What follows belongs to an exercise in optimizing a design on an open flow for small area, a short achievable clock period and few clock cycles per item; a production flow would make more cautious choices.
Where RTL was checked, it was by simulation tests only, not by an equivalence proof against the original.

==> inputs of run P <==
==> flow/design.v <==
package ipdt_pkg;
   localparam int FRAME_BITS = 72;
   localparam int BIT_IDX_W  = $clog2(FRAME_BITS + 1);
   localparam int HIGH_BITS  = FRAME_BITS - 64;
   localparam int HALF_W     = 8;
   localparam int CYC_W      = 10;
   localparam int SPACE_W    = 16;
   localparam int CSR_DATA_W = 16;
   localparam int CSR_IDX_W  = 3;
   localparam logic [HALF_W-1:0]  CARRIER_HALF_RST = 8'd13;
   localparam logic [CYC_W-1:0]   LEAD_BURST_RST   = 10'd322;
   localparam logic [SPACE_W-1:0] LEAD_SPACE_RST   = 16'd4500;
   localparam logic [CYC_W-1:0]   BIT_BURST_RST    = 10'd19;
   localparam logic [SPACE_W-1:0] ONE_SPACE_RST    = 16'd1750;
   localparam logic [SPACE_W-1:0] ZERO_SPACE_RST   = 16'd638;
   localparam logic [CYC_W-1:0]   END_BURST_RST    = 10'd19;
   typedef enum logic [CSR_IDX_W-1:0] {
      REG_CARRIER_HALF = 3'd0,
      REG_LEAD_BURST   = 3'd1,
      REG_LEAD_SPACE   = 3'd2,
      REG_BIT_BURST    = 3'd3,
      REG_ONE_SPACE    = 3'd4,
      REG_ZERO_SPACE   = 3'd5,
      REG_END_BURST    = 3'd6
   } csr_index_type;
   typedef enum logic {
      KIND_TICK  = 1'b0,
      KIND_START = 1'b1
   } kind_type;
   typedef enum logic [5:0] {
      PH_IDLE   = 6'b000001,
      PH_LEAD_B = 6'b000010,
      PH_LEAD_S = 6'b000100,
      PH_BIT_B  = 6'b001000,
      PH_BIT_S  = 6'b010000,
      PH_END_B  = 6'b100000
   } phase_type;
endpackage
import ipdt_pkg::*;
module ir_pulse_distance_transmitter (
   input  logic                  clock,
   input  logic                  reset,
   input  logic                  req_valid,
   output logic                  req_ready,
   input  logic                  req_kind,
   input  logic [63:0]           req_frame_low,
   input  logic [HIGH_BITS-1:0]  req_frame_high,
   output logic                  rsp_valid,
   input  logic                  rsp_ready,
   output logic                  rsp_ir_level,
   output logic                  rsp_busy_res,
   output logic                  rsp_frame_done,
   input  logic                  csr_we,
   input  logic [CSR_IDX_W-1:0]  csr_index,
   input  logic [CSR_DATA_W-1:0] csr_wdata
);
   logic [HALF_W-1:0]  hlim;
   logic [CYC_W-1:0]   lbm, bbm, ebm;
   logic [SPACE_W-1:0] lsm, osm, zsm;
   always_ff @(posedge clock) begin
      if (reset) begin
         hlim <= CARRIER_HALF_RST - HALF_W'(1);
         lbm  <= LEAD_BURST_RST - CYC_W'(1);
         lsm  <= LEAD_SPACE_RST - SPACE_W'(1);
         bbm  <= BIT_BURST_RST - CYC_W'(1);
         osm  <= ONE_SPACE_RST - SPACE_W'(1);
         zsm  <= ZERO_SPACE_RST - SPACE_W'(1);
         ebm  <= END_BURST_RST - CYC_W'(1);
      end else if (csr_we) begin
         case (csr_index)
            REG_CARRIER_HALF: hlim <= (csr_wdata[HALF_W-1:0] == '0) ? '0
                                      : csr_wdata[HALF_W-1:0] - HALF_W'(1);
            REG_LEAD_BURST:   lbm  <= csr_wdata[CYC_W-1:0] - CYC_W'(1);
            REG_LEAD_SPACE:   lsm  <= csr_wdata[SPACE_W-1:0] - SPACE_W'(1);
            REG_BIT_BURST:    bbm  <= csr_wdata[CYC_W-1:0] - CYC_W'(1);
            REG_ONE_SPACE:    osm  <= csr_wdata[SPACE_W-1:0] - SPACE_W'(1);
            REG_ZERO_SPACE:   zsm  <= csr_wdata[SPACE_W-1:0] - SPACE_W'(1);
            REG_END_BURST:    ebm  <= csr_wdata[CYC_W-1:0] - CYC_W'(1);
            default: ;
         endcase
      end
   end
   logic lb_nz, ls_nz, bb_nz, os_nz, zs_nz, eb_nz, skip;
   assign lb_nz = ~&lbm;
   assign ls_nz = ~&lsm;
   assign bb_nz = ~&bbm;
   assign os_nz = ~&osm;
   assign zs_nz = ~&zsm;
   assign eb_nz = ~&ebm;
   assign skip  = !bb_nz && !(os_nz && zs_nz);
   logic ph_lb, ph_ls, ph_bb, ph_bs, ph_eb, ph_be;    
   logic [17:0] cnt;
   logic        cp;                                    
   logic [FRAME_BITS:0] f;
   logic        curbit;                                
   logic        rdy_ff;
   logic        ov, ol, ob, od;                        
   logic        sv, sl, sb, sd;                        
   logic busy, burst, space;
   assign busy  = ph_lb | ph_ls | ph_bb | ph_bs | ph_eb;
   assign burst = ph_lb | ph_bb | ph_eb;
   assign space = ph_ls | ph_bs;
   logic [CYC_W-1:0]   nsel;
   logic [SPACE_W-1:0] lsel;
   logic [17:0]        tgt;
   logic               bitsel, eq_lo, eq_hi, seg_end;
   assign bitsel = skip ? os_nz : curbit;
   assign nsel   = ph_lb ? lbm : (ph_bb ? bbm : ebm);
   assign lsel   = ph_ls ? lsm : (bitsel ? osm : zsm);
   assign tgt    = space ? {2'b00, lsel} : {nsel, hlim};
   assign eq_lo  = (cnt[7:0] == tgt[7:0]);
   assign eq_hi  = (cnt[17:8] == tgt[17:8]);
   assign seg_end = eq_lo && eq_hi && (space || cp);
   logic [7:0] lo_inc;
   logic [9:0] hi_inc;
   logic [17:0] cnt_step;
   logic        cp_step;
   assign lo_inc = cnt[7:0] + 8'd1;
   assign hi_inc = cnt[17:8] + 10'd1;
   assign cnt_step[7:0]  = (burst && eq_lo) ? 8'd0 : lo_inc;
   assign cnt_step[17:8] = (space ? (&cnt[7:0]) : (eq_lo && cp)) ? hi_inc : cnt[17:8];
   assign cp_step        = burst && (cp ^ eq_lo);
   logic exists;
   logic [FRAME_BITS:0] pre, f_skip, f_walk;
   assign exists = (|f[FRAME_BITS:1]) || (skip && f[0]);
   localparam int NG = (FRAME_BITS + 1 + 7) / 8;
   logic [NG-1:0] gany, gpre;
   logic [8*NG-1:0] fz;
   assign fz = {{(8*NG-FRAME_BITS-1){1'b0}}, f};
   always_comb begin
      for (int g = 0; g < NG; g++) gany[g] = |fz[8*g +: 8];
      gpre[0] = 1'b0;
      for (int g = 1; g < NG; g++) gpre[g] = gpre[g-1] | gany[g-1];
      for (int i = 0; i <= FRAME_BITS; i++) begin
         logic l;
         l = 1'b0;
         for (int j = (i / 8) * 8; j < i; j++) l = l | f[j];
         pre[i] = gpre[i/8] | l;
      end
   end
   assign f_skip = f & pre;
   assign f_walk = {1'b0, f[FRAME_BITS:1]};
   logic accept, is_tick, is_start, start_idle, start_be;
   assign accept     = req_valid && rdy_ff;
   assign is_tick    = accept && !req_kind;
   assign is_start   = accept && req_kind;
   assign start_idle = is_start && !busy;
   assign start_be   = start_idle && !lb_nz && !ls_nz;
   logic tick_busy;
   assign tick_busy = is_tick && busy;
   logic go_ls, go_bs_cur, go_entry;
   assign go_ls     = ph_lb && ls_nz;
   assign go_bs_cur = ph_bb && (curbit ? os_nz : zs_nz);
   assign go_entry  = (ph_lb && !ls_nz) || ph_ls || (ph_bb && !go_bs_cur) || ph_bs;
   logic enter;       
   assign enter = ((tick_busy && seg_end && go_entry) || ph_be) && exists;
   logic done_tick;
   assign done_tick = seg_end && (ph_eb || (go_entry && !exists && !eb_nz));
   logic push, r_l, r_b, r_d, be_busy;
   assign be_busy = exists || eb_nz;
   assign push = (accept && !start_be) || ph_be;
   assign r_l  = tick_busy && burst && !cp;
   assign r_b  = ph_be ? be_busy : (busy || is_start);
   assign r_d  = ph_be ? !be_busy : (tick_busy && done_tick);
   logic pop, sv_next;
   assign pop     = ov && rsp_ready;
   assign sv_next = (sv || push) && ov && !pop;
   logic [FRAME_BITS-1:0] fr_in;
   logic [FRAME_BITS:0]   f_load;
   assign fr_in = {req_frame_high, req_frame_low};
   always_comb begin
      for (int i = 0; i < FRAME_BITS; i++)
         f_load[i] = fr_in[i] ? (!skip || os_nz) : (skip && zs_nz);
      f_load[FRAME_BITS] = !skip;
   end
   always_ff @(posedge clock) begin
      if (reset) begin
         ph_lb  <= 1'b0;
         ph_ls  <= 1'b0;
         ph_bb  <= 1'b0;
         ph_bs  <= 1'b0;
         ph_eb  <= 1'b0;
         ph_be  <= 1'b0;
         rdy_ff <= 1'b1;
         ov     <= 1'b0;
         sv     <= 1'b0;
      end else begin
         rdy_ff <= !sv_next && !start_be;
         if (!ov || pop) begin
            ov <= sv || push;
            sv <= 1'b0;
         end else if (push) begin
            sv <= 1'b1;
         end
         if (start_idle) begin
            ph_lb <= lb_nz;
            ph_ls <= !lb_nz && ls_nz;
            ph_be <= !lb_nz && !ls_nz;
         end else if (ph_be || (tick_busy && seg_end)) begin
            ph_be <= 1'b0;
            ph_lb <= 1'b0;
            ph_ls <= go_ls;
            ph_bb <= enter && bb_nz;
            ph_bs <= go_bs_cur || (enter && !bb_nz);
            ph_eb <= (ph_be || go_entry) && !exists && eb_nz;
         end
      end
   end
   always_ff @(posedge clock) begin
      if (!ov || pop) begin
         ol <= sv ? sl : r_l;
         ob <= sv ? sb : r_b;
         od <= sv ? sd : r_d;
      end else if (push && !sv) begin
         sl <= r_l;
         sb <= r_b;
         sd <= r_d;
      end
      if (start_idle || (tick_busy && seg_end)) begin
         cnt <= '0;
         cp  <= 1'b0;
      end else if (tick_busy) begin
         cnt <= cnt_step;
         cp  <= cp_step;
      end
      if (start_idle) begin
         f <= f_load;
      end else if (enter) begin
         f <= skip ? f_skip : f_walk;
         curbit <= f[0];
      end
   end
   assign req_ready      = rdy_ff;
   assign rsp_valid      = ov;
   assign rsp_ir_level   = ol;
   assign rsp_busy_res   = ob;
   assign rsp_frame_done = od;
endmodule
==> flow/run.sh <==
#!/bin/bash
# synth_recipe.tcl (not shown) runs the flow's synth.tcl, then flattens the netlist and writes it again
# the make line also repeats each setting of config.mk as NAME=value (left out here)
make -C /OpenROAD-flow-scripts/flow DESIGN_CONFIG=/design/flow/config.mk WORK_HOME=/design/flow/orfs CLKGATE_MAP_FILE= SYNTH_SCRIPT=/design/flow/synth_recipe.tcl finish
==> flow/config.mk <==
export PLATFORM = sky130hd
export DESIGN_NAME = ir_pulse_distance_transmitter
export DESIGN_NICKNAME = ir_pulse_distance_transmitter
export VERILOG_FILES = /design/flow/design.v
export SDC_FILE = /design/flow/constraint.sdc
export NUM_CORES = 4
export LEC_CHECK = 0
export CAP_MARGIN = 20
export CORE_MARGIN = 2
export CORE_UTILIZATION = 40
export SLEW_MARGIN = 20
==> flow/constraint.sdc <==
create_clock -name core_clock -period 8.0 [get_ports {clock}]
set_input_delay 1.6000 -clock core_clock [delete_from_list [all_inputs] [get_ports {clock}]]
set_output_delay 1.6000 -clock core_clock [all_outputs]
set_load 0.01 [all_outputs]
==> run R (differences from run P) <==
==> flow/design.v, changed modules only <==
module ir_pulse_distance_transmitter (
   input  logic                  clock,
   input  logic                  reset,
   input  logic                  req_valid,
   output logic                  req_ready,
   input  logic                  req_kind,
   input  logic [63:0]           req_frame_low,
   input  logic [HIGH_BITS-1:0]  req_frame_high,
   output logic                  rsp_valid,
   input  logic                  rsp_ready,
   output logic                  rsp_ir_level,
   output logic                  rsp_busy_res,
   output logic                  rsp_frame_done,
   input  logic                  csr_we,
   input  logic [CSR_IDX_W-1:0]  csr_index,
   input  logic [CSR_DATA_W-1:0] csr_wdata
);
   logic [HALF_W-1:0]  half_r;
   logic [CYC_W-1:0]   lb_r, bb_r, eb_r;
   logic [SPACE_W-1:0] ls_r, os_r, zs_r;
   logic lb_nz, ls_nz, bb_nz, os_nz, zs_nz, eb_nz;
   logic wd_nz10, wd_nz16;
   assign wd_nz10 = |csr_wdata[CYC_W-1:0];
   assign wd_nz16 = |csr_wdata[SPACE_W-1:0];
   always_ff @(posedge clock) begin
      if (reset) begin
         half_r <= CARRIER_HALF_RST;
         lb_r   <= LEAD_BURST_RST;
         ls_r   <= LEAD_SPACE_RST;
         bb_r   <= BIT_BURST_RST;
         os_r   <= ONE_SPACE_RST;
         zs_r   <= ZERO_SPACE_RST;
         eb_r   <= END_BURST_RST;
         lb_nz  <= 1'b1;
         ls_nz  <= 1'b1;
         bb_nz  <= 1'b1;
         os_nz  <= 1'b1;
         zs_nz  <= 1'b1;
         eb_nz  <= 1'b1;
      end else if (csr_we) begin
         case (csr_index)
            REG_CARRIER_HALF: half_r <= csr_wdata[HALF_W-1:0];
            REG_LEAD_BURST:   begin lb_r <= csr_wdata[CYC_W-1:0];   lb_nz <= wd_nz10; end
            REG_LEAD_SPACE:   begin ls_r <= csr_wdata[SPACE_W-1:0]; ls_nz <= wd_nz16; end
            REG_BIT_BURST:    begin bb_r <= csr_wdata[CYC_W-1:0];   bb_nz <= wd_nz10; end
            REG_ONE_SPACE:    begin os_r <= csr_wdata[SPACE_W-1:0]; os_nz <= wd_nz16; end
            REG_ZERO_SPACE:   begin zs_r <= csr_wdata[SPACE_W-1:0]; zs_nz <= wd_nz16; end
            REG_END_BURST:    begin eb_r <= csr_wdata[CYC_W-1:0];   eb_nz <= wd_nz10; end
            default: ;
         endcase
      end
   end
   logic skip;
   assign skip = !bb_nz && !(os_nz && zs_nz);
   logic ph_lb, ph_ls, ph_bb, ph_bs, ph_eb, ph_be;    
   logic [17:0] cnt;
   logic        cp;                                    
   logic [FRAME_BITS:0] f;
   logic        curbit;                                
   logic        rdy_ff;
   logic        ov, ol, ob, od;                        
   logic        sv, sl, sb, sd;                        
   logic busy, burst, space;
   assign busy  = ph_lb | ph_ls | ph_bb | ph_bs | ph_eb;
   assign burst = ph_lb | ph_bb | ph_eb;
   assign space = ph_ls | ph_bs;
   logic [7:0] lo;
   logic [9:0] hi;
   assign lo = cnt[7:0];
   assign hi = cnt[17:8];
   logic lo_is0, lo_is1, hi_is0, hi_is1, half_end, seg_end;
   assign lo_is0   = (lo == 8'd0);
   assign lo_is1   = (lo == 8'd1);
   assign hi_is0   = (hi[7:0] == 8'd0);
   assign hi_is1   = (hi == 10'd1);
   assign half_end = lo_is0 || lo_is1;
   assign seg_end  = space ? (lo_is1 && hi_is0) : (half_end && cp && hi_is1);
   logic [17:0] cnt_step;
   logic        cp_step;
   assign cnt_step[7:0]  = (burst && half_end) ? half_r : lo - 8'd1;
   assign cnt_step[17:8] = (space ? lo_is0 : (half_end && cp)) ? hi - 10'd1 : hi;
   assign cp_step        = burst && (cp ^ half_end);
   logic exists;
   logic [FRAME_BITS:0] pre, f_skip, f_walk;
   assign exists = (|f[FRAME_BITS:1]) || (skip && f[0]);
   localparam int NG = (FRAME_BITS + 1 + 7) / 8;
   logic [NG-1:0] gany, gpre;
   logic [8*NG-1:0] fz;
   assign fz = {{(8*NG-FRAME_BITS-1){1'b0}}, f};
   always_comb begin
      for (int g = 0; g < NG; g++) gany[g] = |fz[8*g +: 8];
      gpre[0] = 1'b0;
      for (int g = 1; g < NG; g++) gpre[g] = gpre[g-1] | gany[g-1];
      for (int i = 0; i <= FRAME_BITS; i++) begin
         logic l;
         l = 1'b0;
         for (int j = (i / 8) * 8; j < i; j++) l = l | f[j];
         pre[i] = gpre[i/8] | l;
      end
   end
   assign f_skip = f & pre;
   assign f_walk = {1'b0, f[FRAME_BITS:1]};
   logic accept, is_tick, is_start, start_idle, start_be;
   assign accept     = req_valid && rdy_ff;
   assign is_tick    = accept && !req_kind;
   assign is_start   = accept && req_kind;
   assign start_idle = is_start && !busy;
   assign start_be   = start_idle && !lb_nz && !ls_nz;
   logic tick_busy, tick_end;
   assign tick_busy = is_tick && busy;
   assign tick_end  = tick_busy && seg_end;
   logic go_ls, go_bs_cur, go_entry;
   assign go_ls     = ph_lb && ls_nz;
   assign go_bs_cur = ph_bb && (curbit ? os_nz : zs_nz);
   assign go_entry  = (ph_lb && !ls_nz) || ph_ls || (ph_bb && !go_bs_cur) || ph_bs;
   logic try_enter, enter, go_eb;
   assign try_enter = (tick_end && go_entry) || ph_be;
   assign enter     = try_enter && exists;
   assign go_eb     = try_enter && !exists && eb_nz;
   logic done_tick;
   assign done_tick = seg_end && (ph_eb || (go_entry && !exists && !eb_nz));
   logic        bitsel;
   logic [17:0] cnt_init;
   logic        new_ls, new_bs;
   assign new_ls = start_idle ? !lb_nz : go_ls;
   assign new_bs = go_bs_cur || (enter && !bb_nz);
   assign bitsel = go_bs_cur ? curbit : (skip ? os_nz : f[0]);
   always_comb begin
      if (new_ls)
         cnt_init = {2'b00, ls_r};
      else if (new_bs)
         cnt_init = {2'b00, bitsel ? os_r : zs_r};
      else if (start_idle)
         cnt_init = {lb_r, half_r};
      else if (enter)
         cnt_init = {bb_r, half_r};
      else
         cnt_init = {eb_r, half_r};
   end
   logic push, r_l, r_b, r_d, be_busy;
   assign be_busy = exists || eb_nz;
   assign push = (accept && !start_be) || ph_be;
   assign r_l  = tick_busy && burst && !cp;
   assign r_b  = ph_be ? be_busy : (busy || is_start);
   assign r_d  = ph_be ? !be_busy : (tick_busy && done_tick);
   logic pop, sv_next;
   assign pop     = ov && rsp_ready;
   assign sv_next = (sv || push) && ov && !pop;
   logic [FRAME_BITS-1:0] fr_in;
   logic [FRAME_BITS:0]   f_load;
   assign fr_in = {req_frame_high, req_frame_low};
   always_comb begin
      for (int i = 0; i < FRAME_BITS; i++)
         f_load[i] = fr_in[i] ? (!skip || os_nz) : (skip && zs_nz);
      f_load[FRAME_BITS] = !skip;
   end
   always_ff @(posedge clock) begin
      if (reset) begin
         ph_lb  <= 1'b0;
         ph_ls  <= 1'b0;
         ph_bb  <= 1'b0;
         ph_bs  <= 1'b0;
         ph_eb  <= 1'b0;
         ph_be  <= 1'b0;
         rdy_ff <= 1'b1;
         ov     <= 1'b0;
         sv     <= 1'b0;
      end else begin
         rdy_ff <= !sv_next && !start_be;
         if (!ov || pop) begin
            ov <= sv || push;
            sv <= 1'b0;
         end else if (push) begin
            sv <= 1'b1;
         end
         if (start_idle) begin
            ph_lb <= lb_nz;
            ph_ls <= !lb_nz && ls_nz;
            ph_be <= !lb_nz && !ls_nz;
         end else if (ph_be || tick_end) begin
            ph_be <= 1'b0;
            ph_lb <= 1'b0;
            ph_ls <= go_ls;
            ph_bb <= enter && bb_nz;
            ph_bs <= new_bs;
            ph_eb <= go_eb;
         end
      end
   end
   always_ff @(posedge clock) begin
      if (!ov || pop) begin
         ol <= sv ? sl : r_l;
         ob <= sv ? sb : r_b;
         od <= sv ? sd : r_d;
      end else if (push && !sv) begin
         sl <= r_l;
         sb <= r_b;
         sd <= r_d;
      end
      if (start_idle || ph_be || tick_end) begin
         cnt <= cnt_init;
         cp  <= 1'b0;
      end else if (tick_busy) begin
         cnt <= cnt_step;
         cp  <= cp_step;
      end
      if (start_idle) begin
         f <= f_load;
      end else if (enter) begin
         f <= skip ? f_skip : f_walk;
         curbit <= f[0];
      end
   end
   assign req_ready      = rdy_ff;
   assign rsp_valid      = ov;
   assign rsp_ir_level   = ol;
   assign rsp_busy_res   = ob;
   assign rsp_frame_done = od;
endmodule
==> run A (differences from run P) <==
--- a/flow/design.v
+++ b/flow/design.v
@@ -111,4 +111,4 @@
    assign eq_lo  = (cnt[7:0] == tgt[7:0]);
-   assign eq_hi  = (cnt[17:8] == tgt[17:8]);
-   assign seg_end = eq_lo && eq_hi && (space || cp);
+   logic lt;
+   assign seg_end = lt;
    logic [7:0] lo_inc;
@@ -122,2 +122,8 @@
    assign cp_step        = burst && (cp ^ eq_lo);
+   logic lt_step;
+   assign lt_step = (cnt_step == tgt) && (space || cp_step);
+   logic ls_is1, os_is1, zs_is1;
+   assign ls_is1 = (lsm == '0);
+   assign os_is1 = (osm == '0);
+   assign zs_is1 = (zsm == '0);
    logic exists;
@@ -208,3 +214,15 @@
    end
+   logic lt_new;
+   assign lt_new = (go_ls && ls_is1)
+                || (go_bs_cur && (curbit ? os_is1 : zs_is1))
+                || (enter && !bb_nz && (skip ? (os_nz ? os_is1 : zs_is1)
+                                              : (f[0] ? os_is1 : zs_is1)));
    always_ff @(posedge clock) begin
+      if (start_idle) begin
+         lt <= !lb_nz && ls_nz && ls_is1;
+      end else if (ph_be || (tick_busy && seg_end)) begin
+         lt <= lt_new;
+      end else if (tick_busy) begin
+         lt <= lt_step;
+      end
       if (!ov || pop) begin
==> run D (differences from run P) <==
--- a/flow/design.v
+++ b/flow/design.v
@@ -111,4 +111,4 @@
    assign eq_lo  = (cnt[7:0] == tgt[7:0]);
-   assign eq_hi  = (cnt[17:8] == tgt[17:8]);
-   assign seg_end = eq_lo && eq_hi && (space || cp);
+   logic lt;
+   assign seg_end = lt;
    logic [7:0] lo_inc;
@@ -122,2 +122,8 @@
    assign cp_step        = burst && (cp ^ eq_lo);
+   logic lt_step;
+   assign lt_step = (cnt_step == tgt) && (space || cp_step);
+   logic ls_is1, os_is1, zs_is1;
+   assign ls_is1 = (lsm == '0);
+   assign os_is1 = (osm == '0);
+   assign zs_is1 = (zsm == '0);
    logic exists;
@@ -208,3 +214,15 @@
    end
+   logic lt_new;
+   assign lt_new = (go_ls && ls_is1)
+                || (go_bs_cur && (curbit ? os_is1 : zs_is1))
+                || (enter && !bb_nz && (skip ? (os_nz ? os_is1 : zs_is1)
+                                              : (f[0] ? os_is1 : zs_is1)));
    always_ff @(posedge clock) begin
+      if (start_idle) begin
+         lt <= !lb_nz && ls_nz && ls_is1;
+      end else if (ph_be || (tick_busy && seg_end)) begin
+         lt <= lt_new;
+      end else if (tick_busy) begin
+         lt <= lt_step;
+      end
       if (!ov || pop) begin
CORE_UTILIZATION = 60   (was 40)
SETUP_SLACK_MARGIN = 5   (was unset)
==> flow_summary.ini <==
[run_status]
status = finished clean

[synthesis]
synth_area_um2 = 11590

[power_and_ir_drop]
totalPowerFinal_mw = 2.405

[worst_hold_path]
whs_path_depth = 1

[sta]
layout_min_cycle_time_ps = 5247

[cells_and_area]
finish.utilization_pct = 83.75
nFillCells = 1078

[setup_path]
critical_path.reg2reg.startpoint = zsm[0]
The numbers above come from run D.

==> flow_summary.ini <==
[run_status]
status = finished clean

[synthesis]
synth_area_um2 = 11590

[setup_path]
critical_path.reg2reg.startpoint = zsm[3]

[sta]
layout_min_cycle_time_ps = 6148

[power_and_ir_drop]
totalPowerFinal_mw = 2.358

[cells_and_area]
final-seq-area_um2 = 4715
nFillCells = 2799

[worst_hold_path]
whs_path_depth = 2
The numbers above come from run A.

==> flow_summary.ini <==
[run_status]
status = finished clean

[cells_and_area]
finish.utilization_pct = 47.24

[worst_hold_path]
whs_path_depth = 2

[power_and_ir_drop]
totalPowerFinal_mw = 2.396
The numbers above come from run R.

==> flow_summary.ini <==
[run_status]
status = finished clean

[synthesis]
synth_area_um2 = 11110

[setup_path]
critical_path.reg2reg.startpoint = zsm[2]

[cells_and_area]
finish.utilization_pct = 47.88
nFillCells = 2598

[sta]
layout_min_cycle_time_ps = 5207

[worst_hold_path]
whs_path_depth = 1
The numbers above come from run P.

Testbench counts of run P, summed over its fixed seeds: cycles 48,736, beats 48,704.
Only the layout flow was run in run R, run A and run D; the RTL was not checked for function there.

static timing again, ports no longer ideal:
In the flow no input, the clock included, has a driving cell. The finished layouts below were timed again as built, in two steps. Step 1: set_driving_cell puts a clkbuf_16 on clock and a buf_2 on each other input, an assumption about the parent block. Step 2 times the ports against the registers' clock, not the clock port: input delays grow and output delays shrink by t, the midpoint of the rising clock arrivals with the driver on. Three values: ideal, step 1, step 2; two values: the first two.
| run | t (ns) | setup slack, ns | worst setup path after step 2 | slew at the worst register clock pin (ns) |
|---|---|---|---|---|
| run P | 0.480 | 2.793 / 2.803 / 2.322 | input to register | 0.08 / 0.08 |
| run R | 0.493 | 3.496 / 3.508 / 3.015 | input to register | 0.09 / 0.09 |
| run A | 0.492 | 1.852 / 1.852 / 1.852 | register to register | 0.08 / 0.08 |
| run D | 0.481 | 2.753 / 2.753 / 2.753 | register to register | 0.08 / 0.08 |
After both steps setup and hold are still met in every run listed. The setup slack of run R, which loses most, moves by +0.012 ns with the drivers and by -0.481 ns with both steps.
